Source: an optimization exercise on an open RTL-to-GDS flow (aim: small area). Production flows keep margins and buffers that such runs may drop. Function was not checked in any run shown here: the RTL went through the layout flow alone.

===== config.mk =====
export PLATFORM = sky130hd
export DESIGN_NAME = rgb_to_hsl_converter_core
export DESIGN_NICKNAME = rgb_to_hsl_converter_core
export VERILOG_FILES = /design/flow/design.v
export SDC_FILE = /design/flow/constraint.sdc
export NUM_CORES = 4
export LEC_CHECK = 0
export ABC_AREA = 1
export CAP_MARGIN = 20
export CORE_MARGIN = 2
export CORE_UTILIZATION = 40
export SLEW_MARGIN = 20

===== constraint.sdc =====
create_clock -name core_clock -period 5.5 [get_ports {clk}]
set_input_delay 1.1000 -clock core_clock [delete_from_list [all_inputs] [get_ports {clk}]]
set_output_delay 1.1000 -clock core_clock [all_outputs]
set_load 0.01 [all_outputs]

===== design.v =====
`timescale 1ns / 1ps
module rhsl_div #(
  parameter int W = 10
) (
  input  logic [W-1:0] rem_in,
  input  logic         bit_in,
  input  logic [W-1:0] divisor,
  output logic [W-1:0] rem_out,
  output logic         q
);
  logic [W:0]   t, d;
  logic [W+1:0] bo;
  assign t     = {rem_in, bit_in};
  assign d     = {1'b0, divisor};
  assign bo[0] = 1'b0;
  for (genvar i = 0; i <= W; i++) begin : g_borrow
    assign bo[i+1] = (~t[i] & d[i]) | (~(t[i] & ~d[i]) & bo[i]);
  end
  assign q = ~bo[W+1];
  for (genvar i = 0; i < W; i++) begin : g_rem
    assign rem_out[i] = t[i] ^ (q & (d[i] ^ bo[i]));
  end
endmodule
`timescale 1ns / 1ps
module rgb_to_hsl_converter_core #(
  parameter int HUE_BITS = 12
) (
  input  logic                clk,
  input  logic                rst,
  input  logic                start,
  output logic                busy,
  input  logic [23:0]         pixel,
  output logic                done,
  output logic [HUE_BITS-1:0] hue,
  output logic [7:0]          saturation,
  output logic [7:0]          lightness,
  output logic                achromatic
);
  assign busy = rst;
  logic [7:0] r, g, b;
  assign r = pixel[23:16];
  assign g = pixel[15:8];
  assign b = pixel[7:0];
  logic gt_rg, gt_gr, gt_gb, gt_bg, gt_br, gt_rb;
  assign gt_rg = r > g;
  assign gt_gr = g > r;
  assign gt_gb = g > b;
  assign gt_bg = b > g;
  assign gt_br = b > r;
  assign gt_rb = r > b;
  logic [5:0] ks;   
  assign ks[0] = gt_rg  & !gt_bg;    
  assign ks[1] = !gt_rg & gt_rb;     
  assign ks[2] = gt_gb  & !gt_rb;    
  assign ks[3] = !gt_gb & gt_gr;     
  assign ks[4] = gt_br  & !gt_gr;    
  assign ks[5] = !gt_br & gt_bg;     
  logic [7:0] hi, lo, fa, fb;
  assign hi = (!gt_gr && !gt_br) ? r : (!gt_bg ? g : b);
  assign lo = (!gt_rg && !gt_rb) ? r : (!gt_gb ? g : b);
  assign fa = (ks[4] | ks[5]) ? r : ((ks[0] | ks[1]) ? g : b);
  assign fb = (ks[0] | ks[5]) ? b : ((ks[1] | ks[2]) ? r : g);
  logic [7:0] f0, delta0;
  logic [8:0] sum0;
  logic [2:0] k0;
  assign delta0 = hi - lo;
  assign f0     = fa - fb;
  assign sum0   = {1'b0, hi} + {1'b0, lo};
  assign k0     = {ks[3] | ks[4] | ks[5], ks[2] | ks[5], ks[1] | ks[4]};   
  logic [9:0] hi1_d3, hi1_e;
  logic [10:0] hi1_d5;
  assign hi1_d3 = {2'b0, delta0} + {1'b0, delta0, 1'b0};
  assign hi1_d5 = {3'b0, delta0} + {1'b0, delta0, 2'b0};
  assign hi1_e = (k0[1:0] == 2'd0) ? {1'b0, hi1_d3[9:1]} :
               (k0[1:0] == 2'd1) ? {3'b0, delta0[7:1]} : hi1_d5[10:1];
  logic [9:0] h2_r; logic h2_q;
  rhsl_div #(.W(10)) u_h2 (.rem_in({1'b0, f0, 1'b0}), .bit_in(hi1_e[9]), .divisor(hi1_d3), .rem_out(h2_r), .q(h2_q));
  logic [9:0] h2_qv; assign h2_qv = 10'd0 | (10'(h2_q) << 9);
  logic [2:0] r1_k;
  always_ff @(posedge clk) r1_k <= k0;
  logic [8:0] r1_ssum;
  always_ff @(posedge clk) r1_ssum <= sum0;
  logic [7:0] r1_sdelta;
  always_ff @(posedge clk) r1_sdelta <= delta0;
  logic [9:0] r1_hr;
  always_ff @(posedge clk) r1_hr <= h2_r;
  logic [9:0] r1_hd;
  always_ff @(posedge clk) r1_hd <= hi1_d3;
  logic [9:0] r1_he;
  always_ff @(posedge clk) r1_he <= hi1_e;
  logic [9:0] r1_hq;
  always_ff @(posedge clk) r1_hq <= h2_qv;
  logic [9:0] h3_r; logic h3_q;
  rhsl_div #(.W(10)) u_h3 (.rem_in(r1_hr), .bit_in(r1_he[8]), .divisor(r1_hd), .rem_out(h3_r), .q(h3_q));
  logic [9:0] h3_qv; assign h3_qv = r1_hq | (10'(h3_q) << 8);
  logic [9:0] h4_r; logic h4_q;
  rhsl_div #(.W(10)) u_h4 (.rem_in(h3_r), .bit_in(r1_he[7]), .divisor(r1_hd), .rem_out(h4_r), .q(h4_q));
  logic [9:0] h4_qv; assign h4_qv = h3_qv | (10'(h4_q) << 7);
  logic [7:0] si5_den;
  logic [8:0] si5_t, si5_ls;
  assign si5_den = r1_ssum[8] ? 8'(9'd510 - r1_ssum) : r1_ssum[7:0];
  assign si5_t   = {2'b0, si5_den[7:1]} - {1'b0, r1_sdelta};
  assign si5_ls  = r1_ssum + 9'd1;
  logic [7:0] s6_r; logic s6_q;
  rhsl_div #(.W(8)) u_s6 (.rem_in((r1_sdelta - {7'b0, si5_t[8]})), .bit_in(si5_t[7:0][7]), .divisor(si5_den), .rem_out(s6_r), .q(s6_q));
  logic [7:0] s6_qv; assign s6_qv = 8'd0 | (8'(s6_q) << 7);
  logic [2:0] r2_k;
  always_ff @(posedge clk) r2_k <= r1_k;
  logic [9:0] r2_hr;
  always_ff @(posedge clk) r2_hr <= h4_r;
  logic [9:0] r2_hd;
  always_ff @(posedge clk) r2_hd <= r1_hd;
  logic [9:0] r2_he;
  always_ff @(posedge clk) r2_he <= r1_he;
  logic [9:0] r2_hq;
  always_ff @(posedge clk) r2_hq <= h4_qv;
  logic [7:0] r2_sr;
  always_ff @(posedge clk) r2_sr <= s6_r;
  logic [7:0] r2_sd;
  always_ff @(posedge clk) r2_sd <= si5_den;
  logic [7:0] r2_se;
  always_ff @(posedge clk) r2_se <= si5_t[7:0];
  logic [7:0] r2_sq;
  always_ff @(posedge clk) r2_sq <= s6_qv;
  logic r2_sc;
  always_ff @(posedge clk) r2_sc <= r1_ssum[8];
  logic [9:0] h7_r; logic h7_q;
  rhsl_div #(.W(10)) u_h7 (.rem_in(r2_hr), .bit_in(r2_he[6]), .divisor(r2_hd), .rem_out(h7_r), .q(h7_q));
  logic [9:0] h7_qv; assign h7_qv = r2_hq | (10'(h7_q) << 6);
  logic [9:0] h8_r; logic h8_q;
  rhsl_div #(.W(10)) u_h8 (.rem_in(h7_r), .bit_in(r2_he[5]), .divisor(r2_hd), .rem_out(h8_r), .q(h8_q));
  logic [9:0] h8_qv; assign h8_qv = h7_qv | (10'(h8_q) << 5);
  logic [9:0] h9_r; logic h9_q;
  rhsl_div #(.W(10)) u_h9 (.rem_in(h8_r), .bit_in(r2_he[4]), .divisor(r2_hd), .rem_out(h9_r), .q(h9_q));
  logic [9:0] h9_qv; assign h9_qv = h8_qv | (10'(h9_q) << 4);
  logic [7:0] s10_r; logic s10_q;
  rhsl_div #(.W(8)) u_s10 (.rem_in(r2_sr), .bit_in(r2_se[6]), .divisor(r2_sd), .rem_out(s10_r), .q(s10_q));
  logic [7:0] s10_qv; assign s10_qv = r2_sq | (8'(s10_q) << 6);
  logic [7:0] s11_r; logic s11_q;
  rhsl_div #(.W(8)) u_s11 (.rem_in(s10_r), .bit_in(r2_se[5]), .divisor(r2_sd), .rem_out(s11_r), .q(s11_q));
  logic [7:0] s11_qv; assign s11_qv = s10_qv | (8'(s11_q) << 5);
  logic [7:0] s12_r; logic s12_q;
  rhsl_div #(.W(8)) u_s12 (.rem_in(s11_r), .bit_in(r2_se[4]), .divisor(r2_sd), .rem_out(s12_r), .q(s12_q));
  logic [7:0] s12_qv; assign s12_qv = s11_qv | (8'(s12_q) << 4);
  logic [2:0] r3_k;
  always_ff @(posedge clk) r3_k <= r2_k;
  logic [9:0] r3_hr;
  always_ff @(posedge clk) r3_hr <= h9_r;
  logic [9:0] r3_hd;
  always_ff @(posedge clk) r3_hd <= r2_hd;
  logic [9:0] r3_he;
  always_ff @(posedge clk) r3_he <= r2_he;
  logic [9:0] r3_hq;
  always_ff @(posedge clk) r3_hq <= h9_qv;
  logic [7:0] r3_sr;
  always_ff @(posedge clk) r3_sr <= s12_r;
  logic [7:0] r3_sd;
  always_ff @(posedge clk) r3_sd <= r2_sd;
  logic [7:0] r3_se;
  always_ff @(posedge clk) r3_se <= r2_se;
  logic [7:0] r3_sq;
  always_ff @(posedge clk) r3_sq <= s12_qv;
  logic r3_sc;
  always_ff @(posedge clk) r3_sc <= r2_sc;
  logic [9:0] h13_r; logic h13_q;
  rhsl_div #(.W(10)) u_h13 (.rem_in(r3_hr), .bit_in(r3_he[3]), .divisor(r3_hd), .rem_out(h13_r), .q(h13_q));
  logic [9:0] h13_qv; assign h13_qv = r3_hq | (10'(h13_q) << 3);
  logic [9:0] h14_r; logic h14_q;
  rhsl_div #(.W(10)) u_h14 (.rem_in(h13_r), .bit_in(r3_he[2]), .divisor(r3_hd), .rem_out(h14_r), .q(h14_q));
  logic [9:0] h14_qv; assign h14_qv = h13_qv | (10'(h14_q) << 2);
  logic [9:0] h15_r; logic h15_q;
  rhsl_div #(.W(10)) u_h15 (.rem_in(h14_r), .bit_in(r3_he[1]), .divisor(r3_hd), .rem_out(h15_r), .q(h15_q));
  logic [9:0] h15_qv; assign h15_qv = h14_qv | (10'(h15_q) << 1);
  logic [7:0] s16_r; logic s16_q;
  rhsl_div #(.W(8)) u_s16 (.rem_in(r3_sr), .bit_in(r3_se[3]), .divisor(r3_sd), .rem_out(s16_r), .q(s16_q));
  logic [7:0] s16_qv; assign s16_qv = r3_sq | (8'(s16_q) << 3);
  logic [7:0] s17_r; logic s17_q;
  rhsl_div #(.W(8)) u_s17 (.rem_in(s16_r), .bit_in(r3_se[2]), .divisor(r3_sd), .rem_out(s17_r), .q(s17_q));
  logic [7:0] s17_qv; assign s17_qv = s16_qv | (8'(s17_q) << 2);
  logic [7:0] s18_r; logic s18_q;
  rhsl_div #(.W(8)) u_s18 (.rem_in(s17_r), .bit_in(r3_se[1]), .divisor(r3_sd), .rem_out(s18_r), .q(s18_q));
  logic [7:0] s18_qv; assign s18_qv = s17_qv | (8'(s18_q) << 1);
  logic [2:0] r4_k;
  always_ff @(posedge clk) r4_k <= r3_k;
  logic [9:0] r4_hr;
  always_ff @(posedge clk) r4_hr <= h15_r;
  logic [9:0] r4_hd;
  always_ff @(posedge clk) r4_hd <= r3_hd;
  logic [9:0] r4_he;
  always_ff @(posedge clk) r4_he <= r3_he;
  logic [9:0] r4_hq;
  always_ff @(posedge clk) r4_hq <= h15_qv;
  logic [7:0] r4_sr;
  always_ff @(posedge clk) r4_sr <= s18_r;
  logic [7:0] r4_sd;
  always_ff @(posedge clk) r4_sd <= r3_sd;
  logic [7:0] r4_se;
  always_ff @(posedge clk) r4_se <= r3_se;
  logic [7:0] r4_sq;
  always_ff @(posedge clk) r4_sq <= s18_qv;
  logic r4_sc;
  always_ff @(posedge clk) r4_sc <= r3_sc;
  logic [9:0] hl19_r; logic hl19_q;
  rhsl_div #(.W(10)) u_hl19 (.rem_in(r4_hr), .bit_in(r4_he[0]), .divisor(r4_hd), .rem_out(hl19_r), .q(hl19_q));
  logic [7:0] s20_r; logic s20_q;
  rhsl_div #(.W(8)) u_s20 (.rem_in(r4_sr), .bit_in(r4_se[0]), .divisor(r4_sd), .rem_out(s20_r), .q(s20_q));
  logic [7:0] s20_qv; assign s20_qv = r4_sq | (8'(s20_q) << 0);
  logic [3:0] v;
  always_ff @(posedge clk) begin
    if (rst) v <= '0;
    else v <= {v[2:0], start};
  end
  assign done = v[3];
  logic [7:0] lt21_l;
  assign lt21_l = r4_sc ? {1'b1, ~r4_sd[7:1]} : 8'(({1'b0, r4_sd} + 9'd1) >> 1);
  logic [10:0] hs0, hs1;
  assign hs0 = 11'({1'b0, r4_hq[9:1], 1'b0} + ((r4_k[1:0] == 2'd1) ? 11'd683 : (r4_k[1:0] == 2'd2) ? 11'd1365 : 11'd0));
  assign hs1 = 11'({1'b0, r4_hq[9:1], 1'b1} + ((r4_k[1:0] == 2'd1) ? 11'd683 : (r4_k[1:0] == 2'd2) ? 11'd1365 : 11'd0));
  logic [10:0] kb;
  assign kb = (r4_k[1:0] == 2'd1) ? 11'd683 : (r4_k[1:0] == 2'd2) ? 11'd1365 : 11'd0;
  assign hue        = (r4_hd == 10'd0) ? '0 : {r4_k[2], (hl19_q ? hs1 : hs0)};
  assign saturation = (r4_hd == 10'd0) ? '0 : s20_qv;
  assign lightness  = lt21_l;
  assign achromatic = (r4_hd == 10'd0);
endmodule

===== run.sh =====
#!/bin/bash
# synth_recipe.tcl (not shown) runs the flow's synth.tcl, then flattens the netlist and writes it again
# the make line also repeats each setting of config.mk as NAME=value (left out here)
make -C /OpenROAD-flow-scripts/flow DESIGN_CONFIG=/design/flow/config.mk WORK_HOME=/design/flow/orfs CLKGATE_MAP_FILE= SYNTH_SCRIPT=/design/flow/synth_recipe.tcl finish

==> reports/results.txt, run 1 <==
Final period util - 127%
DP HPWL - 29.6 mm
Worst setup EP type - flop
CP max stage cell - fa_2
Crit Path Category - input pin to flop
Worst EP required - 5910 ps
DRT Pass-1 Iters - 4
Antenna violations before repair - 0
Hold Buf Count CTS - 0
TritonCTS clock tree - built
Worst-Margin Slew - 634 ps
GPL Wtd Cong - 0.919
Chip height - 200 um
Max Clock Skew - 11.8 ps
Clock Sinks - 223
CTS Buffer Depth - 3
FILL cells - 3626
Sequential share of the synthesized area - 28.9%
Main synth FF type - dfxtp_1
Period minus WS final - 7010 ps
Core area - 0.0378 sq mm
Finished Layout Cells - 3062
Final Setup Violations - 11
Max Cap Viol - 0
Initial drt markers - 500
Share of cells above drive strength 1 - 26.7%
Clk pin slew, worst setup/hold paths - 60 ps
Largest net degree at the start of global routing - 20
Crit. Startpoint - pixel[23]
Netlist cell types - 55
Via count - 14300
Syn Area/Cell - 6.97 sq um
Reg2reg end - r2_sr[6]
Failing Checks - setup timing
Port bufs - 57
FMAX - 143 MHz
Multi-input logic area - 0.0104 sq mm
RSZ-0062 raised after global routing - true
Area Overhead vs Synth - 31.6%
First-pass GRT wire length - 62.2 mm
Global route overflow - 0
Top Ports - 58
Layout Nets - 2654
Worst min-delay path category - flop to flop
YS warnings - 1
CP arrival - 7420 ps
Hold Vio Cnt, Final - 0
Status - failed layout checks
Post-synth ARST share - 0%
H-tree lvl count - 1
Cell repeated most along the worst path - nand2_4
Post-Syn Nets - 2334
Drt total wl - 37.3 mm
DRC violations left - 0
ANT cells - 0
Post-synthesis register bit count - 223
Rows - 71
CP max FO - 8
Die width - 200 um
Cells after Synth - 2215
Max incr delay on CP - 400 ps
Synth Cell Area - 0.0154 sq mm
Reg area - 0.00447 sq mm
Setup_tns - -15430 ps
Initial Util - 40.8%
Worst-case reg-to-reg path depth - 31
Num CTS Buffers - 24
Vias in the first global route - 13800
Root Buffer - clkbuf_16
Fin. max-slew vios - 0
Slew HR - 57.3%
R2r startpoint - r1_ssum[1]
Post-synth EDFFs - 0
Placed cells - 2928
Worst reg2reg setup slack - 310 ps
Avg Vias per Cell - 4.67
Post-DRT Antenna Nets - 0
Crit path launch type - input pin
WL/cell - 12.2 um
Global Route Usage Sum - 18.2%
Die area - 0.0402 sq mm
Worst skew pair latency - 530 ps
Min setup slack post-route - -1510 ps
Critical path endpoint - r1_hr[2]
worst max-delay path, delay by kind of cell:
kind	cells	cell delay (ps)
buffers and inverters	7	790
AOI/OAI and AO/OA	5	870
xor gates and xnor gates	2	330
adders and majority gates	7	1870
and+or+nand+nor	24	2450
metrics by stage:
step / cell area [sq um] / util, % / hold slack [ps] / setup slack [ps]
2_1_floorplan: 15800 / - / 310 / -1690
6_report: 20300 / 53.7 / 320 / -1510
3_5_place_dp: 18000 / 47.6 / 312 / -2760
5_1_grt: 20300 / 53.7 / 319 / -1790
3_3_place_gp: 18000 / 47.6 / 310 / -2600
4_1_cts: 19800 / 52.4 / 314 / -1410
cell usage in the layout (no fill, tap or decap), types with 42 or more instances in the layout:
cell type	instances
ha_1	54
buf_4	241
nand2_2	65
inv_1	293
dfxtp_1	222
a21oi_1	73
nand3_1	165
xor2_1	145
o21ai_0	81
nand3_2	66
nor2_1	87
buf_6	42
nand2_1	589
flip-flops by register name, summed over array words and instances, names as in the netlist, 6 cells and up:
name       count
r2_sd          8
r3_hd         10
r2_hr         10
r2_se          7
r3_sd          7
r1_hd          9
r1_sdelta      7
r4_sq          7
r4_sr          8
r4_hr         10
r3_hq          6
r2_sr          8
r3_hr         10
r4_hq          9
r4_sd          7
r1_hr         10
r2_hd          9
r4_hd         10
r2_he          7
r1_he          9
r1_ssum        9
r3_sr          8
cells in the mapped netlist (20+ instances only):
| cell type | count | area (sq um) |
|---|---|---|
| or2_2 | 32 | 200 |
| nand3_2 | 61 | 611 |
| xor2_1 | 150 | 1310 |
| nand2_1 | 623 | 2340 |
| o211ai_1 | 21 | 158 |
| nand2_2 | 48 | 300 |
| o21ai_0 | 100 | 500 |
| inv_1 | 324 | 1220 |
| nand3_1 | 174 | 871 |
| o21ai_2 | 20 | 175 |
| a21oi_1 | 88 | 440 |
| xnor2_1 | 25 | 219 |
| dfxtp_1 | 223 | 4460 |
| nor2_1 | 93 | 349 |
| ha_1 | 84 | 1050 |
routing by layer:
metal / global-route usage, % / share of wire [%] / wire [um] / up-vias
li1: - / - / - / 7657
met1: 20.1 / 43 / 15900 / 6372
met2: 34.8 / 50 / 18700 / 172
met3: 1.64 / 2.3 / 851 / 88
met4: 9.29 / 5.1 / 1900 / 0
met5: 0 / 0 / 0 / -
how the worst min path moves through the flow:
stage | from | endpoint | slack (ps) | depth (start not counted)
finish | r3_hq[4] | r4_hq[4] | 320 | 0
global route | r3_hq[4] | r4_hq[4] | 320 | 0
CTS | r3_he[0] | r4_he[0] | 310 | 0
detailed placement | r2_sq[7] | r3_sq[7] | 310 | 0
global placement | r3_hq[9] | r4_hq[9] | 310 | 0
floorplan | r1_he[0] | r2_he[0] | 310 | 0
timing repair:
item,in CTS,in global routing
buffers inserted,83,26
gates cloned,2,0
pin swaps,73,70
resized for setup,208,104
endpoints found under the setup margin,19,34
area by class of cell:
type,instances,area share (%)
clock inverters,9,0.628
inverters,333,6.36
well taps,511,3.15
repair buffers,328,13.2
multi-input cells,1625,51.3
flip-flops and latches,223,22.0
clock buffers,33,3.42
kinds of logic after synthesis:
| group | after synthesis | synth area share (%) |
|---|---|---|
| buf+inv | 369 | 9.97 |
| compound gates | 273 | 10.4 |
| xor+xnor | 179 | 10.3 |
| fa+ha+maj | 94 | 7.97 |
| flops | 223 | 28.9 |
| simple gates | 1077 | 32.4 |
==> inputs of run 2 (changes only) <==
--- a/design.v
+++ b/design.v
@@ -73,9 +73,6 @@
   assign hi1_d5 = {3'b0, delta0} + {1'b0, delta0, 2'b0};
   assign hi1_e = (k0[1:0] == 2'd0) ? {1'b0, hi1_d3[9:1]} :
                (k0[1:0] == 2'd1) ? {3'b0, delta0[7:1]} : hi1_d5[10:1];
-  logic [9:0] h2_r; logic h2_q;
-  rhsl_div #(.W(10)) u_h2 (.rem_in({1'b0, f0, 1'b0}), .bit_in(hi1_e[9]), .divisor(hi1_d3), .rem_out(h2_r), .q(h2_q));
-  logic [9:0] h2_qv; assign h2_qv = 10'd0 | (10'(h2_q) << 9);
   logic [2:0] r1_k;
   always_ff @(posedge clk) r1_k <= k0;
   logic [8:0] r1_ssum;
@@ -83,16 +80,19 @@
   logic [7:0] r1_sdelta;
   always_ff @(posedge clk) r1_sdelta <= delta0;
   logic [9:0] r1_hr;
-  always_ff @(posedge clk) r1_hr <= h2_r;
+  always_ff @(posedge clk) r1_hr <= {1'b0, f0, 1'b0};
   logic [9:0] r1_hd;
   always_ff @(posedge clk) r1_hd <= hi1_d3;
   logic [9:0] r1_he;
   always_ff @(posedge clk) r1_he <= hi1_e;
   logic [9:0] r1_hq;
-  always_ff @(posedge clk) r1_hq <= h2_qv;
+  always_ff @(posedge clk) r1_hq <= 10'd0;
+  logic [9:0] h2_r; logic h2_q;
+  rhsl_div #(.W(10)) u_h2 (.rem_in(r1_hr), .bit_in(r1_he[9]), .divisor(r1_hd), .rem_out(h2_r), .q(h2_q));
+  logic [9:0] h2_qv; assign h2_qv = r1_hq | (10'(h2_q) << 9);
   logic [9:0] h3_r; logic h3_q;
-  rhsl_div #(.W(10)) u_h3 (.rem_in(r1_hr), .bit_in(r1_he[8]), .divisor(r1_hd), .rem_out(h3_r), .q(h3_q));
-  logic [9:0] h3_qv; assign h3_qv = r1_hq | (10'(h3_q) << 8);
+  rhsl_div #(.W(10)) u_h3 (.rem_in(h2_r), .bit_in(r1_he[8]), .divisor(r1_hd), .rem_out(h3_r), .q(h3_q));
+  logic [9:0] h3_qv; assign h3_qv = h2_qv | (10'(h3_q) << 8);
   logic [9:0] h4_r; logic h4_q;
   rhsl_div #(.W(10)) u_h4 (.rem_in(h3_r), .bit_in(r1_he[7]), .divisor(r1_hd), .rem_out(h4_r), .q(h4_q));
   logic [9:0] h4_qv; assign h4_qv = h3_qv | (10'(h4_q) << 7);
==> run 2 against run 1 <==
Effect of this change: sequential share of layout area grew 2.2 points; hold slack gained 0.99 ps; now clean on timing, DRC and antenna; count of clock-buffer cells in the layout shrank 5; wire length shrank 9.4%; first-iteration DRC count grew 4.4%.
==> reports/results.txt, run 2 <==
Status - no timing/DRC/antenna violations
Final period util - 93.6%
Port bufs - 57
Min setup slack post-route - 352 ps
Slew HR - 48.2%
Rows - 72
Vias in the first global route - 13000
Most frequent cell after synthesis - nand2_1
Mux cell area share after synthesis - 0%
Syn Area/Cell - 6.81 sq um
Core area - 0.0384 sq mm
Share of cells above drive strength 1 - 14.2%
Drt total wl - 33.8 mm
Root Buffer - clkbuf_16
Post-Syn Nets - 2392
H-tree lvl count - 1
Crit path launch type - input pin
Post-DRT Antenna Nets - 0
Worst min-delay path category - flop to flop
YS warnings - 1
Synth Area in Adders - 7.75%
Compound-cell area share of the yosys netlist - 9.64%
Fin. max-slew vios - 0
Die area - 0.0403 sq mm
Buffers & Inverters on Critical Path - 5
Post-synth top area share - 28.6%
Max Clock Skew - 7.17 ps
Worst setup EP type - flop
DP HPWL - 28.1 mm
ANT cells - 0
Most common cell after layout, fill and taps aside - nand2_1
TritonCTS clock tree - built
WL/cell - 11.3 um
Sequential share of the synthesized area - 28.6%
Antenna violations before repair - 0
Synth area leaders - dfxtp_1, nand2_1, xor2_1
CP delay by family, top - adder cells
DRT Pass-1 Iters - 5
Clk pin slew, worst setup/hold paths - 60 ps
GPL Wtd Cong - 0.945
Via count - 13800
CP max stage cell - clkdlybuf4s50_1
DP Worst Slack - -452 ps
Main synth FF type - dfxtp_1
Num CTS Buffers - 23
Avg Vias per Cell - 4.62
Commonest cells after routing, fill and taps aside - nand2_1, inv_1, dfxtp_1
Worst skew pair latency - 510 ps
CTS Buffer Depth - 3
Initial Util - 40.3%
Largest family of logic cells by synthesized area - simple AND/OR/NAND/NOR gates
Synth Cell Area - 0.0155 sq mm
Synth area leader - dfxtp_1
Top Ports - 58
Cells after Synth - 2274
Chip height - 201 um
Top post-synthesis cells by count - nand2_1, inv_1, dfxtp_1, nand3_1, xor2_1
FMAX - 194 MHz
Initial drt markers - 522
Global Route Usage Sum - 16.8%
DRC violations left - 0
Area Overhead vs Synth - 18.5%
Global route overflow - 0
Post-synth ARST share - 0%
Max incr delay on CP - 470 ps
Clock Sinks - 221
RSZ-0062 raised after global routing - true
Crit Path Category - input pin to flop
Setup_tns - 0 ps
Largest net degree at the start of global routing - 21
Period minus WS final - 5150 ps
Netlist cell types - 46
CP max FO - 9
Die width - 201 um
Worst EP required - 5890 ps
Final instance area - 0.0183 sq mm
Final Setup Violations - 0
Post-Synth XOR/XNOR Area - 10.2%
Layout Nets - 2566
Placed Area - 0.0173 sq mm
Max Cap Viol - 0
Hold Vio Cnt, Final - 0
Worst-Margin Slew - 777 ps
First-pass GRT wire length - 58.3 mm
Post-synth EDFFs - 0
Post-synthesis register bit count - 221
Simple-gate area share of the yosys netlist - 33.4%
CP arrival - 5530 ps
[run 2: what timing repair did]
item,4_1_cts,5_1_grt
endpoints found under the setup margin,1,35
pin swaps,0,7
hold buffers,0,0
resized for setup,1,48
gates cloned,0,1
setup buffers,0,6
[run 2: cell type report]
cell class                      count  area (sq um)
Fill cell                        3871         20000
Multi-Input combinational cell   1662          9570
Sequential cell                   221          4430
Timing Repair Buffer              183          1530
Inverter                          357          1340
Tap cell                          518           648
Clock buffer                       28           624
Clock inverter                     13           186
[run 2: logic make-up (layout without fill, tap and decap cells)]
logic type,count (synthesis),in the layout
simple gates,1131,1132
compound gates,260,260
buf+inv,392,581
flops,221,221
xor+xnor,179,179
fa+ha+maj,91,91
[run 2: worst register-to-register path, delay by kind of cell, from the launching register on]
kind,cells,cell delay (ps)
xor+xnor,2,420
simple gates,24,2710
flops,1,330
compound gates,4,610
fa+ha+maj,3,810
[run 2: stage by stage]
| stage | hold slack [ps] | std cells | utilization (%) |
|---|---|---|---|
| 4_1_cts | 320 | 2975 | 47.3 |
| 6_report | 321 | 2982 | 47.8 |
| 3_5_place_dp | 312 | 2934 | 45.2 |
| 5_1_grt | 330 | 2982 | 47.8 |
| 3_3_place_gp | 310 | 2934 | 45.2 |
| 2_1_floorplan | 310 | 2274 | - |
[run 2: path summary, 6_finish.rpt]
check	start	to	slack (ps)	depth (start not counted)
max	pixel[17]	r1_he[8]	350	27
min	r2_se[1]	r3_se[1]	320	0
max reg2reg	r1_ssum[1]	r2_sr[6]	480	33
min reg2reg	r2_se[1]	r3_se[1]	320	0
[run 2: layer usage]
layer  part of all wire (%)  GRT usage [%]  vias to the layer above
li1                       -              -                     7530
met1                     45           19.8                     6064
met2                     50           32.3                      123
met3                    2.5           1.59                       46
met4                    2.2           4.39                        0
met5                      0              0                        -
==> inputs of run 3 (changes only) <==
--- a/design.v
+++ b/design.v
@@ -20,6 +20,22 @@
   for (genvar i = 0; i < W; i++) begin : g_rem
     assign rem_out[i] = t[i] ^ (q & (d[i] ^ bo[i]));
   end
+endmodule
+module rhsl_cmp (
+  input  logic [7:0] a,
+  input  logic [7:0] b,
+  output logic       gt,
+  output logic       lt
+);
+  logic [8:0] g, l;
+  assign g[0] = 1'b0;
+  assign l[0] = 1'b0;
+  for (genvar i = 0; i < 8; i++) begin : g_bit
+    assign g[i+1] = (a[i] & ~b[i]) | (~(~a[i] & b[i]) & g[i]);
+    assign l[i+1] = (~a[i] & b[i]) | (~(a[i] & ~b[i]) & l[i]);
+  end
+  assign gt = g[8];
+  assign lt = l[8];
 endmodule
 `timescale 1ns / 1ps
 module rgb_to_hsl_converter_core #(
@@ -42,12 +58,9 @@
   assign g = pixel[15:8];
   assign b = pixel[7:0];
   logic gt_rg, gt_gr, gt_gb, gt_bg, gt_br, gt_rb;
-  assign gt_rg = r > g;
-  assign gt_gr = g > r;
-  assign gt_gb = g > b;
-  assign gt_bg = b > g;
-  assign gt_br = b > r;
-  assign gt_rb = r > b;
+  rhsl_cmp u_c_rg (.a(r), .b(g), .gt(gt_rg), .lt(gt_gr));
+  rhsl_cmp u_c_gb (.a(g), .b(b), .gt(gt_gb), .lt(gt_bg));
+  rhsl_cmp u_c_br (.a(b), .b(r), .gt(gt_br), .lt(gt_rb));
   logic [5:0] ks;   
   assign ks[0] = gt_rg  & !gt_bg;    
   assign ks[1] = !gt_rg & gt_rb;     
@@ -67,34 +80,38 @@
   assign f0     = fa - fb;
   assign sum0   = {1'b0, hi} + {1'b0, lo};
   assign k0     = {ks[3] | ks[4] | ks[5], ks[2] | ks[5], ks[1] | ks[4]};   
-  logic [9:0] hi1_d3, hi1_e;
-  logic [10:0] hi1_d5;
-  assign hi1_d3 = {2'b0, delta0} + {1'b0, delta0, 1'b0};
-  assign hi1_d5 = {3'b0, delta0} + {1'b0, delta0, 2'b0};
-  assign hi1_e = (k0[1:0] == 2'd0) ? {1'b0, hi1_d3[9:1]} :
-               (k0[1:0] == 2'd1) ? {3'b0, delta0[7:1]} : hi1_d5[10:1];
+  logic [7:0] r1_hf;
+  always_ff @(posedge clk) r1_hf <= f0;
+  logic [7:0] r1_hdelta;
+  always_ff @(posedge clk) r1_hdelta <= delta0;
   logic [2:0] r1_k;
   always_ff @(posedge clk) r1_k <= k0;
   logic [8:0] r1_ssum;
   always_ff @(posedge clk) r1_ssum <= sum0;
   logic [7:0] r1_sdelta;
   always_ff @(posedge clk) r1_sdelta <= delta0;
-  logic [9:0] r1_hr;
-  always_ff @(posedge clk) r1_hr <= {1'b0, f0, 1'b0};
-  logic [9:0] r1_hd;
-  always_ff @(posedge clk) r1_hd <= hi1_d3;
-  logic [9:0] r1_he;
-  always_ff @(posedge clk) r1_he <= hi1_e;
-  logic [9:0] r1_hq;
-  always_ff @(posedge clk) r1_hq <= 10'd0;
-  logic [9:0] h2_r; logic h2_q;
-  rhsl_div #(.W(10)) u_h2 (.rem_in(r1_hr), .bit_in(r1_he[9]), .divisor(r1_hd), .rem_out(h2_r), .q(h2_q));
-  logic [9:0] h2_qv; assign h2_qv = r1_hq | (10'(h2_q) << 9);
+  logic [9:0] hi1_d3, hi1_e;
+  logic [10:0] hi1_d5;
+  assign hi1_d3 = {2'b0, r1_hdelta} + {1'b0, r1_hdelta, 1'b0};
+  assign hi1_d5 = {3'b0, r1_hdelta} + {1'b0, r1_hdelta, 2'b0};
+  assign hi1_e = (r1_k[1:0] == 2'd0) ? {1'b0, hi1_d3[9:1]} :
+               (r1_k[1:0] == 2'd1) ? {3'b0, r1_hdelta[7:1]} : hi1_d5[10:1];
+  logic hf2_e9;
+  logic [10:0] hf2_t;
+  logic [11:0] hf2_x;
+  logic hf2_q;
+  logic [9:0] hf2_r;
+  assign hf2_e9 = (r1_k[1:0] == 2'd2) && (r1_hdelta >= 8'd205);
+  assign hf2_t  = {1'b0, r1_hf, 1'b0, hf2_e9};
+  assign hf2_x  = {1'b0, hf2_t} - {3'b0, r1_hdelta, 1'b0} - {4'b0, r1_hdelta};
+  assign hf2_q  = ~hf2_x[11];
+  assign hf2_r  = hf2_q ? hf2_x[9:0] : hf2_t[9:0];
+  logic [9:0] hf2_qv; assign hf2_qv = 10'(hf2_q) << 9;
   logic [9:0] h3_r; logic h3_q;
-  rhsl_div #(.W(10)) u_h3 (.rem_in(h2_r), .bit_in(r1_he[8]), .divisor(r1_hd), .rem_out(h3_r), .q(h3_q));
-  logic [9:0] h3_qv; assign h3_qv = h2_qv | (10'(h3_q) << 8);
+  rhsl_div #(.W(10)) u_h3 (.rem_in(hf2_r), .bit_in(hi1_e[8]), .divisor(hi1_d3), .rem_out(h3_r), .q(h3_q));
+  logic [9:0] h3_qv; assign h3_qv = hf2_qv | (10'(h3_q) << 8);
   logic [9:0] h4_r; logic h4_q;
-  rhsl_div #(.W(10)) u_h4 (.rem_in(h3_r), .bit_in(r1_he[7]), .divisor(r1_hd), .rem_out(h4_r), .q(h4_q));
+  rhsl_div #(.W(10)) u_h4 (.rem_in(h3_r), .bit_in(hi1_e[7]), .divisor(hi1_d3), .rem_out(h4_r), .q(h4_q));
   logic [9:0] h4_qv; assign h4_qv = h3_qv | (10'(h4_q) << 7);
   logic [7:0] si5_den;
   logic [8:0] si5_t, si5_ls;
@@ -109,9 +126,9 @@
   logic [9:0] r2_hr;
   always_ff @(posedge clk) r2_hr <= h4_r;
   logic [9:0] r2_hd;
-  always_ff @(posedge clk) r2_hd <= r1_hd;
+  always_ff @(posedge clk) r2_hd <= hi1_d3;
   logic [9:0] r2_he;
-  always_ff @(posedge clk) r2_he <= r1_he;
+  always_ff @(posedge clk) r2_he <= hi1_e;
   logic [9:0] r2_hq;
   always_ff @(posedge clk) r2_hq <= h4_qv;
   logic [7:0] r2_sr;
--- a/config.mk
+++ b/config.mk
@@ -9,4 +9,6 @@
 export CAP_MARGIN = 20
 export CORE_MARGIN = 2
 export CORE_UTILIZATION = 40
+export CTS_CLUSTER_DIAMETER = 100
+export CTS_CLUSTER_SIZE = 24
 export SLEW_MARGIN = 20
==> run 3 against run 2 <==
Effect of this change: via count rose by 3.8%; global-route usage rose by 1.0 points; clock skew rose by 12 ps; synthesized cell count rose by 1.4%; cell count decreased by 0.34%; non-clock buffer count fell by 24; setup slack lost 13 ps; utilization down 0.57 points; critical path depth up 23; critical path type is now flop to flop; critical endpoint is now r2_hr[8]; largest cell class unchanged; highest routed layer unchanged.
==> reports/results.txt, run 3 <==
Setup_tns - 0 ps
Clk pin slew, worst setup/hold paths - 110 ps
WL met3 - 1.08 mm
Main synth FF type - dfxtp_1
Highest Signal Layer - met4
Post-synthesis register bit count - 202
Worst Hold Depth - 0
Post-DRT Antenna Nets - 0
Via count - 14300
Cell repeated most along the worst path - nand2_2
R2r startpoint - r1_hf[2]
Initial Util - 40.5%
Post-synth ARST share - 0%
Finished Layout Cells - 2972
Worst Min Path Start - r2_hq[8]
WHS Endpoint - r3_hq[8]
Synth Cell Area - 0.0156 sq mm
Final core occ - 47.2%
Port bufs - 57
Die area - 0.0407 sq mm
Post-synth top area share - 25.9%
Largest family of logic cells by synthesized area - simple AND/OR/NAND/NOR gates
Reg area - 0.00406 sq mm
Core area - 0.0386 sq mm
Max incr delay on CP - 390 ps
Period minus WS final - 5160 ps
Clock Sinks - 202
Max Cap Viol - 0
Commonest cells after routing, fill and taps aside - nand2_1, inv_1, dfxtp_1
Simple-gate area share of the yosys netlist - 35.1%
Top post-synthesis cells by count - nand2_1, inv_1, dfxtp_1, nand3_1, xor2_1
Most frequent cell after synthesis - nand2_1
Vias in the first global route - 13600
Compound-cell area share of the yosys netlist - 10.8%
DRT Pass-1 Iters - 5
Post-Synth XOR/XNOR Area - 10.3%
Hold Buf Count CTS - 0
Syn Area/Cell - 6.78 sq um
Routed met1 length - 16.0 mm
Sequential share of the synthesized area - 25.9%
Worst EP required - 5880 ps
Final Setup Violations - 0
Avg Vias per Cell - 4.81
Slew HR - 53.9%
Placed cells - 2933
Most common cell after layout, fill and taps aside - nand2_1
Synth area leaders - dfxtp_1, nand2_1, xor2_1
Final period util - 93.8%
ANT cells - 0
DRC violations left - 0
Status - no timing/DRC/antenna violations
Layout Nets - 2569
Mux cell area share after synthesis - 0%
Cells after Synth - 2305
Global route overflow - 0
Worst skew pair latency - 470 ps
CP max FO - 6
DP HPWL - 30.0 mm
Share of cells above drive strength 1 - 16.6%
Num CTS Buffers - 12
Top Ports - 58
Chip height - 202 um
CP max stage cell - dfxtp_1
Synth area leader - dfxtp_1
FMAX - 194 MHz
Worst-Margin Slew - 689 ps
Worst reg2reg setup slack - 340 ps
WL/cell - 12.5 um
Reg2reg end - r2_hr[8]
Root Buffer - clkbuf_16
Crit path launch type - flop
CTS Buffer Depth - 3
Worst setup EP type - flop
H-tree lvl count - 1
Crit. Startpoint - r1_hf[2]
Drt total wl - 37.1 mm
Synth Area in Adders - 7.61%
YS warnings - 1
TritonCTS clock tree - built
Fin. max-slew vios - 0
Initial drt markers - 581
Largest net degree at the start of global routing - 25
Multi-input logic area - 0.0104 sq mm
Antenna violations before repair - 0
Met2 WL post-DR - 18.7 mm
Global Route Usage Sum - 17.8%
FILL cells - 3926
First-pass GRT wire length - 61.5 mm
Crit Path Category - flop to flop
Die width - 202 um
CP arrival - 5540 ps
Max Clock Skew - 19.4 ps
Worst min-delay path category - flop to flop
Hold Vio Cnt, Final - 0
Post-Syn Nets - 2421
GPL Wtd Cong - 0.950
Worst-case reg-to-reg path depth - 50
Area Overhead vs Synth - 16.5%
Netlist cell types - 52
Post-synth EDFFs - 0
Rows - 72
run 3: cell count changes after synthesis, sizes merged, moves of 8 or more:
cell / before / now
o221ai: 4 / 12
a211oi: 4 / 13
nand3: 264 / 253
nand2: 708 / 719
dfxtp: 221 / 202
nor2: 95 / 125
run 3: kinds of logic after synthesis:
| group | Yosys count |
|---|---|
| flops | 202 |
| fa+ha+maj | 89 |
| simple gates | 1164 |
| xor+xnor | 180 |
| buf+inv | 388 |
| compound gates | 282 |
run 3: area by class of cell:
class                           instances  share of cell area (%)
Sequential cell                       202                    22.3
Clock inverter                          2                   0.117
Inverter                              357                    7.38
Multi-Input combinational cell       1721                    57.4
Timing Repair Buffer                  159                    7.43
Clock buffer                           13                    1.79
Tap cell                              518                    3.56
run 3: worst max path at each step:
stage          cells after the start  endpoint
6_report                          50  r2_hr[8]
2_1_floorplan                     48  r2_hr[0]
3_5_place_dp                      51  r2_hr[8]
5_1_grt                           50  r2_hr[5]
4_1_cts                           50  r2_hr[8]
3_3_place_gp                      50  r2_hr[0]
run 3: worst max-delay path, delay by kind of cell (launching register included):
family | cells | cell delay (ps)
and+or+nand+nor | 41 | 3310
adders and majority gates | 2 | 600
AOI/OAI and AO/OA | 3 | 400
DFF | 1 | 390
buffers and inverters | 3 | 260
xor gates and xnor gates | 1 | 120
run 3: repair_timing:
item | in CTS | in global routing
buffers inserted | 0 | 18
gates cloned | 0 | 6
pin swaps | 0 | 43
setup endpoints to repair | 9 | 25
resized for setup | 2 | 103
run 3: layer usage:
layer | GRT usage, % | up-vias
met3 | 1.57 | 81
li1 | - | 7613
met2 | 33.8 | 223
met1 | 20.8 | 6370
met5 | 0 | -
met4 | 6.25 | 0
run 3: per-stage QoR:
step	hold WS (ps)	worst slack (ps)	instance area (sq um)
4_1_cts	329	46.6	17600
5_1_grt	341	-85.2	18200
2_1_floorplan	310	345	15600
3_5_place_dp	312	-83.1	17200
6_report	331	339	18200
3_3_place_gp	310	226	17200
==> inputs of run 4 (changes only) <==
--- a/design.v
+++ b/design.v
@@ -80,14 +80,22 @@
   assign f0     = fa - fb;
   assign sum0   = {1'b0, hi} + {1'b0, lo};
   assign k0     = {ks[3] | ks[4] | ks[5], ks[2] | ks[5], ks[1] | ks[4]};   
+  logic [8:0] sp1;
+  logic [7:0] den0;
+  logic       c0;
+  assign sp1  = sum0 + 9'd1;
+  assign c0   = sum0[8];
+  assign den0 = c0 ? ~sp1[7:0] : sum0[7:0];
   logic [7:0] r1_hf;
   always_ff @(posedge clk) r1_hf <= f0;
   logic [7:0] r1_hdelta;
   always_ff @(posedge clk) r1_hdelta <= delta0;
   logic [2:0] r1_k;
   always_ff @(posedge clk) r1_k <= k0;
-  logic [8:0] r1_ssum;
-  always_ff @(posedge clk) r1_ssum <= sum0;
+  logic [7:0] r1_sden;
+  always_ff @(posedge clk) r1_sden <= den0;
+  logic r1_sc;
+  always_ff @(posedge clk) r1_sc <= c0;
   logic [7:0] r1_sdelta;
   always_ff @(posedge clk) r1_sdelta <= delta0;
   logic [9:0] hi1_d3, hi1_e;
@@ -96,37 +104,30 @@
   assign hi1_d5 = {3'b0, r1_hdelta} + {1'b0, r1_hdelta, 2'b0};
   assign hi1_e = (r1_k[1:0] == 2'd0) ? {1'b0, hi1_d3[9:1]} :
                (r1_k[1:0] == 2'd1) ? {3'b0, r1_hdelta[7:1]} : hi1_d5[10:1];
-  logic hf2_e9;
-  logic [10:0] hf2_t;
-  logic [11:0] hf2_x;
-  logic hf2_q;
-  logic [9:0] hf2_r;
-  assign hf2_e9 = (r1_k[1:0] == 2'd2) && (r1_hdelta >= 8'd205);
-  assign hf2_t  = {1'b0, r1_hf, 1'b0, hf2_e9};
-  assign hf2_x  = {1'b0, hf2_t} - {3'b0, r1_hdelta, 1'b0} - {4'b0, r1_hdelta};
-  assign hf2_q  = ~hf2_x[11];
-  assign hf2_r  = hf2_q ? hf2_x[9:0] : hf2_t[9:0];
-  logic [9:0] hf2_qv; assign hf2_qv = 10'(hf2_q) << 9;
+  logic [9:0] h2_r; logic h2_q;
+  rhsl_div #(.W(10)) u_h2 (.rem_in({1'b0, r1_hf, 1'b0}), .bit_in(hi1_e[9]), .divisor((hi1_d3 | {(r1_hdelta == 8'd0), 9'b0})), .rem_out(h2_r), .q(h2_q));
+  logic [9:0] h2_qv; assign h2_qv = 10'd0 | (10'(h2_q) << 9);
   logic [9:0] h3_r; logic h3_q;
-  rhsl_div #(.W(10)) u_h3 (.rem_in(hf2_r), .bit_in(hi1_e[8]), .divisor(hi1_d3), .rem_out(h3_r), .q(h3_q));
-  logic [9:0] h3_qv; assign h3_qv = hf2_qv | (10'(h3_q) << 8);
+  rhsl_div #(.W(10)) u_h3 (.rem_in(h2_r), .bit_in(hi1_e[8]), .divisor((hi1_d3 | {(r1_hdelta == 8'd0), 9'b0})), .rem_out(h3_r), .q(h3_q));
+  logic [9:0] h3_qv; assign h3_qv = h2_qv | (10'(h3_q) << 8);
   logic [9:0] h4_r; logic h4_q;
-  rhsl_div #(.W(10)) u_h4 (.rem_in(h3_r), .bit_in(hi1_e[7]), .divisor(hi1_d3), .rem_out(h4_r), .q(h4_q));
+  rhsl_div #(.W(10)) u_h4 (.rem_in(h3_r), .bit_in(hi1_e[7]), .divisor((hi1_d3 | {(r1_hdelta == 8'd0), 9'b0})), .rem_out(h4_r), .q(h4_q));
   logic [9:0] h4_qv; assign h4_qv = h3_qv | (10'(h4_q) << 7);
-  logic [7:0] si5_den;
-  logic [8:0] si5_t, si5_ls;
-  assign si5_den = r1_ssum[8] ? 8'(9'd510 - r1_ssum) : r1_ssum[7:0];
-  assign si5_t   = {2'b0, si5_den[7:1]} - {1'b0, r1_sdelta};
-  assign si5_ls  = r1_ssum + 9'd1;
+  logic [8:0] si5_t;
+  assign si5_t = {2'b0, r1_sden[7:1]} - {1'b0, r1_sdelta};
+  logic [7:0] si5_lo;
+  assign si5_lo = si5_t[7:0];
   logic [7:0] s6_r; logic s6_q;
-  rhsl_div #(.W(8)) u_s6 (.rem_in((r1_sdelta - {7'b0, si5_t[8]})), .bit_in(si5_t[7:0][7]), .divisor(si5_den), .rem_out(s6_r), .q(s6_q));
+  rhsl_div #(.W(8)) u_s6 (.rem_in((r1_sdelta - {7'b0, si5_t[8]})), .bit_in(si5_lo[7]), .divisor(r1_sden), .rem_out(s6_r), .q(s6_q));
   logic [7:0] s6_qv; assign s6_qv = 8'd0 | (8'(s6_q) << 7);
   logic [2:0] r2_k;
   always_ff @(posedge clk) r2_k <= r1_k;
+  logic r2_sc;
+  always_ff @(posedge clk) r2_sc <= r1_sc;
   logic [9:0] r2_hr;
   always_ff @(posedge clk) r2_hr <= h4_r;
   logic [9:0] r2_hd;
-  always_ff @(posedge clk) r2_hd <= hi1_d3;
+  always_ff @(posedge clk) r2_hd <= (hi1_d3 | {(r1_hdelta == 8'd0), 9'b0});
   logic [9:0] r2_he;
   always_ff @(posedge clk) r2_he <= hi1_e;
   logic [9:0] r2_hq;
@@ -134,13 +135,11 @@
   logic [7:0] r2_sr;
   always_ff @(posedge clk) r2_sr <= s6_r;
   logic [7:0] r2_sd;
-  always_ff @(posedge clk) r2_sd <= si5_den;
+  always_ff @(posedge clk) r2_sd <= r1_sden;
   logic [7:0] r2_se;
-  always_ff @(posedge clk) r2_se <= si5_t[7:0];
+  always_ff @(posedge clk) r2_se <= si5_lo;
   logic [7:0] r2_sq;
   always_ff @(posedge clk) r2_sq <= s6_qv;
-  logic r2_sc;
-  always_ff @(posedge clk) r2_sc <= r1_ssum[8];
   logic [9:0] h7_r; logic h7_q;
   rhsl_div #(.W(10)) u_h7 (.rem_in(r2_hr), .bit_in(r2_he[6]), .divisor(r2_hd), .rem_out(h7_r), .q(h7_q));
   logic [9:0] h7_qv; assign h7_qv = r2_hq | (10'(h7_q) << 6);
@@ -161,6 +160,8 @@
   logic [7:0] s12_qv; assign s12_qv = s11_qv | (8'(s12_q) << 4);
   logic [2:0] r3_k;
   always_ff @(posedge clk) r3_k <= r2_k;
+  logic r3_sc;
+  always_ff @(posedge clk) r3_sc <= r2_sc;
   logic [9:0] r3_hr;
   always_ff @(posedge clk) r3_hr <= h9_r;
   logic [9:0] r3_hd;
@@ -177,8 +178,6 @@
   always_ff @(posedge clk) r3_se <= r2_se;
   logic [7:0] r3_sq;
   always_ff @(posedge clk) r3_sq <= s12_qv;
-  logic r3_sc;
-  always_ff @(posedge clk) r3_sc <= r2_sc;
   logic [9:0] h13_r; logic h13_q;
   rhsl_div #(.W(10)) u_h13 (.rem_in(r3_hr), .bit_in(r3_he[3]), .divisor(r3_hd), .rem_out(h13_r), .q(h13_q));
   logic [9:0] h13_qv; assign h13_qv = r3_hq | (10'(h13_q) << 3);
@@ -199,6 +198,8 @@
   logic [7:0] s18_qv; assign s18_qv = s17_qv | (8'(s18_q) << 1);
   logic [2:0] r4_k;
   always_ff @(posedge clk) r4_k <= r3_k;
+  logic r4_sc;
+  always_ff @(posedge clk) r4_sc <= r3_sc;
   logic [9:0] r4_hr;
   always_ff @(posedge clk) r4_hr <= h15_r;
   logic [9:0] r4_hd;
@@ -215,8 +216,6 @@
   always_ff @(posedge clk) r4_se <= r3_se;
   logic [7:0] r4_sq;
   always_ff @(posedge clk) r4_sq <= s18_qv;
-  logic r4_sc;
-  always_ff @(posedge clk) r4_sc <= r3_sc;
   logic [9:0] hl19_r; logic hl19_q;
   rhsl_div #(.W(10)) u_hl19 (.rem_in(r4_hr), .bit_in(r4_he[0]), .divisor(r4_hd), .rem_out(hl19_r), .q(hl19_q));
   logic [7:0] s20_r; logic s20_q;
@@ -235,8 +234,8 @@
   assign hs1 = 11'({1'b0, r4_hq[9:1], 1'b1} + ((r4_k[1:0] == 2'd1) ? 11'd683 : (r4_k[1:0] == 2'd2) ? 11'd1365 : 11'd0));
   logic [10:0] kb;
   assign kb = (r4_k[1:0] == 2'd1) ? 11'd683 : (r4_k[1:0] == 2'd2) ? 11'd1365 : 11'd0;
-  assign hue        = (r4_hd == 10'd0) ? '0 : {r4_k[2], (hl19_q ? hs1 : hs0)};
-  assign saturation = (r4_hd == 10'd0) ? '0 : s20_qv;
+  assign hue        = {r4_k[2], (hl19_q ? hs1 : hs0)};
+  assign saturation = (r4_hd == 10'd512) ? '0 : s20_qv;
   assign lightness  = lt21_l;
-  assign achromatic = (r4_hd == 10'd0);
+  assign achromatic = (r4_hd == 10'd512);
 endmodule
==> flow/run.sh (new file) <==
#!/bin/bash
# The standard layout (standard.sh) with three changes:
#  - synthesis maps the logic with the ABC script below (choice computation
#    with -f, mapping, buffering and downsizing, but no upsizing) instead of
#    ORFS's abc_area.script;
#  - synthesis leaves adders to ABC (ADDER_MAP_FILE empty: no full- and
#    half-adder cells are extracted first); registers are untouched by both,
#    as they are mapped before, and the rest of ORFS's synthesis is the same;
#  - every port is buffered by a buf_1 instead of the delay buffer that
#    buffer_ports picks by default.
# Each tool's full output lands in make.log and under orfs/logs/.
set -euo pipefail
rm -rf scripts
cp -r "$FLOW_HOME/scripts" scripts
printf '%s\n' 'strash' 'dch -f' 'map -B 0.9' 'topo' 'stime -c' 'buffer -c' 'dnsize -c' > scripts/abc_area.script
bash standard.sh SCRIPTS_DIR="$PWD/scripts" ADDER_MAP_FILE= BUFFER_PORTS_ARGS="-buffer_cell sky130_fd_sc_hd__buf_1" finish > make.log 2>&1
==> standard.sh (new file) <==
#!/bin/bash
# synth_recipe.tcl (not shown) runs the flow's synth.tcl, then flattens the netlist and writes it again
# the make line also repeats each setting of config.mk as NAME=value (left out here)
make -C /OpenROAD-flow-scripts/flow DESIGN_CONFIG=/design/flow/config.mk WORK_HOME=/design/flow/orfs CLKGATE_MAP_FILE= SYNTH_SCRIPT=/design/flow/synth_recipe.tcl "${@:-finish}"
--- a/config.mk
+++ b/config.mk
@@ -9,6 +9,6 @@
 export CAP_MARGIN = 20
 export CORE_MARGIN = 2
 export CORE_UTILIZATION = 40
-export CTS_CLUSTER_DIAMETER = 100
-export CTS_CLUSTER_SIZE = 24
+export CTS_CLUSTER_DIAMETER = 120
+export CTS_CLUSTER_SIZE = 32
 export SLEW_MARGIN = 20
removed: run.sh
==> run 4 against run 3 <==
Effect of this change: largest cell class unchanged; clock skew down 3.0 ps; critical endpoint is now r3_sr[0]; area after synthesis shrank 10%; die area down 10%.
==> reports/results.txt, run 4 <==
Status - no timing/DRC/antenna violations
Max Clock Skew - 16.4 ps
Via count - 13800
Port bufs - 57
Simple-gate area share of the yosys netlist - 37.7%
Largest net degree at the start of global routing - 33
Final core occ - 47.6%
Vias in the first global route - 12300
Most common cell after layout, fill and taps aside - nand2_1
Clock Sinks - 202
Compound-cell area share of the yosys netlist - 9.18%
TritonCTS clock tree - built
Final period util - 90.5%
Initial drt markers - 572
H-tree lvl count - 1
FMAX - 201 MHz
DRT Pass-1 Iters - 5
CTS Buffer Depth - 3
Post-synth top area share - 28.8%
Largest family of logic cells by synthesized area - simple AND/OR/NAND/NOR gates
Min setup slack post-route - 520 ps
Worst reg2reg setup slack - 520 ps
Drt total wl - 32.7 mm
Top Ports - 58
ANT cells - 0
Die width - 191 um
Worst min-delay path category - flop to flop
GPL Wtd Cong - 0.893
Mux cell area share after synthesis - 0.0713%
CP arrival - 5360 ps
Global route overflow - 0
Synth Area in Adders - 0.357%
Period minus WS final - 4980 ps
Final instance area - 0.0165 sq mm
Post-DRT Antenna Nets - 0
CP max stage cell - dfxtp_4
Initial Util - 40.6%
Synth area leaders - dfxtp_1, nand2_1, xor2_1
WL/cell - 11.1 um
Post-Synth XOR/XNOR Area - 11.9%
Share of cells above drive strength 1 - 11.0%
Avg Vias per Cell - 4.69
Cells after Synth - 2345
Root Buffer - clkbuf_16
Fin. max-slew vios - 0
Finished Layout Cells - 2942
Worst-Margin Slew - 651 ps
DP Worst Slack - -249 ps
Slew HR - 56.0%
Die area - 0.0366 sq mm
Synth Cell Area - 0.0140 sq mm
Hold Vio Cnt, Final - 0
Final Setup Violations - 0
Hold Buf Count CTS - 0
Post-synth EDFFs - 0
First-pass GRT wire length - 53.4 mm
CP max FO - 7
Antenna violations before repair - 0
Worst EP required - 5880 ps
DP HPWL - 25.7 mm
Crit path launch type - flop
Rows - 68
Post-synthesis register bit count - 202
Synth area leader - dfxtp_1
Commonest cells after routing, fill and taps aside - nand2_1, inv_1, nor2_1
Area Overhead vs Synth - 17.3%
Worst setup EP type - flop
Post-Syn Nets - 2372
Top post-synthesis cells by count - nand2_1, inv_1, dfxtp_1, nand3_1, nor2_1
Sequential share of the synthesized area - 28.8%
Main synth FF type - dfxtp_1
YS warnings - 1
Cell repeated most along the worst path - nand2_1
Worst skew pair latency - 480 ps
Syn Area/Cell - 5.98 sq um
DRC violations left - 0
Max Cap Viol - 0
Post-synth ARST share - 0%
Most frequent cell after synthesis - nand2_1
Netlist cell types - 37
Num CTS Buffers - 10
Placed cells - 2904
Layout Nets - 2514
Core area - 0.0345 sq mm
Crit Path Category - flop to flop
Clk pin slew, worst setup/hold paths - 120 ps
Global Route Usage Sum - 17.1%
Chip height - 191 um
Placed Area - 0.0154 sq mm
Max incr delay on CP - 390 ps
run 4: cell types whose count changed in the layout (fill, tap and decap cells not counted), moves of 32 or more:
cell,before,now
buf_1,0,57
clkdlybuf4s50_1,57,0
ha_1,70,0
inv_1,345,384
nand2_1,623,767
nand2_2,81,31
nand3_2,71,34
nand3b_1,5,37
nor2_1,123,195
run 4: worst max-delay path, delay by kind of cell, from the launching register on:
family / cells / cell delay [ps]
flip-flops: 1 / 390
XOR/XNOR: 2 / 330
AO/OA/AOI/OAI: 7 / 1110
AND/OR/NAND/NOR: 36 / 2630
buffers and inverters: 4 / 390
run 4: per-stage QoR:
| stage | setup TNS, ps | hold slack, ps |
|---|---|---|
| global placement | -831 | 310 |
| CTS | 0 | 339 |
| detailed placement | -3230 | 312 |
| floorplan | 0 | 310 |
| finish | 0 | 327 |
| global route | -670 | 344 |
run 4: per-layer routing:
metal  vias up  part of all wire, %  track usage (%)
met1      6058                   47             21.7
met4         0                  2.0             4.05
met3        43                  3.3             1.60
li1       7483                    -                -
met2       209                   48             31.0
met5         -                    0                0
run 4: cell families (layout without fill, tap and decap cells):
| logic type | count (synthesis) | in the layout |
|---|---|---|
| simple gates | 1280 | 1286 |
| buf+inv | 437 | 573 |
| compound gates | 229 | 229 |
| flops | 202 | 202 |
| xor+xnor | 191 | 191 |
| fa+ha+maj | 5 | 5 |
| mux | 1 | 1 |
run 4: repair_timing:
| action | in CTS | in global routing |
|---|---|---|
| endpoints found under the setup margin | 20 | 51 |
| pin swaps | 1 | 32 |
| gates cloned | 0 | 9 |
| resized for setup | 6 | 145 |
| setup buffers | 1 | 16 |
run 4: cell type report:
| class | count | area, sq um |
|---|---|---|
| Inverter | 396 | 1490 |
| Clock inverter | 1 | 30.0 |
| Multi-Input combinational cell | 1712 | 8890 |
| Clock buffer | 11 | 275 |
| Sequential cell | 202 | 4070 |
| Tap cell | 455 | 569 |
| Timing Repair Buffer | 165 | 1130 |
| Fill cell | 3619 | 18100 |
run 4: final timing paths:
kind,cells past startpoint,start,to
setup / recovery,49,r2_hd[0],r3_sr[0]
hold / removal,0,r3_hq[4],r4_hq[4]
setup reg to reg,49,r2_hd[0],r3_sr[0]
hold reg to reg,0,r3_hq[4],r4_hq[4]

[separate check: timing with driven ports]
The results above use ideal ports. As a check the final layouts listed here were re-extracted and re-timed, cells and wires unchanged. Step 1: set_driving_cell puts a clkbuf_16 on clk and a buf_2 on each other input, an assumption about the parent block. Step 2 also shifts input and output timing later by t, the mid clock arrival at the registers, as if the neighbouring blocks saw the same clock. Slacks: ideal / step 1 / step 2; pairs: ideal / step 1.
run	shift t [ns]	slack for setup (ns)	worst register clock-pin slew, ns
run 1	0.570	-1.509 / -1.496 / -2.066	0.07 / 0.07
run 2	0.553	0.352 / 0.380 / -0.173	0.06 / 0.06
run 3	0.514	0.339 / 0.339 / 0.158	0.11 / 0.11
run 4	0.515	0.520 / 0.520 / 0.232	0.12 / 0.12
Met with ideal ports but missed after step 2: setup timing in run 2. For run 1, which loses most, drivers alone change the setup slack by +0.013 ns; drivers and shift together by -0.557 ns.
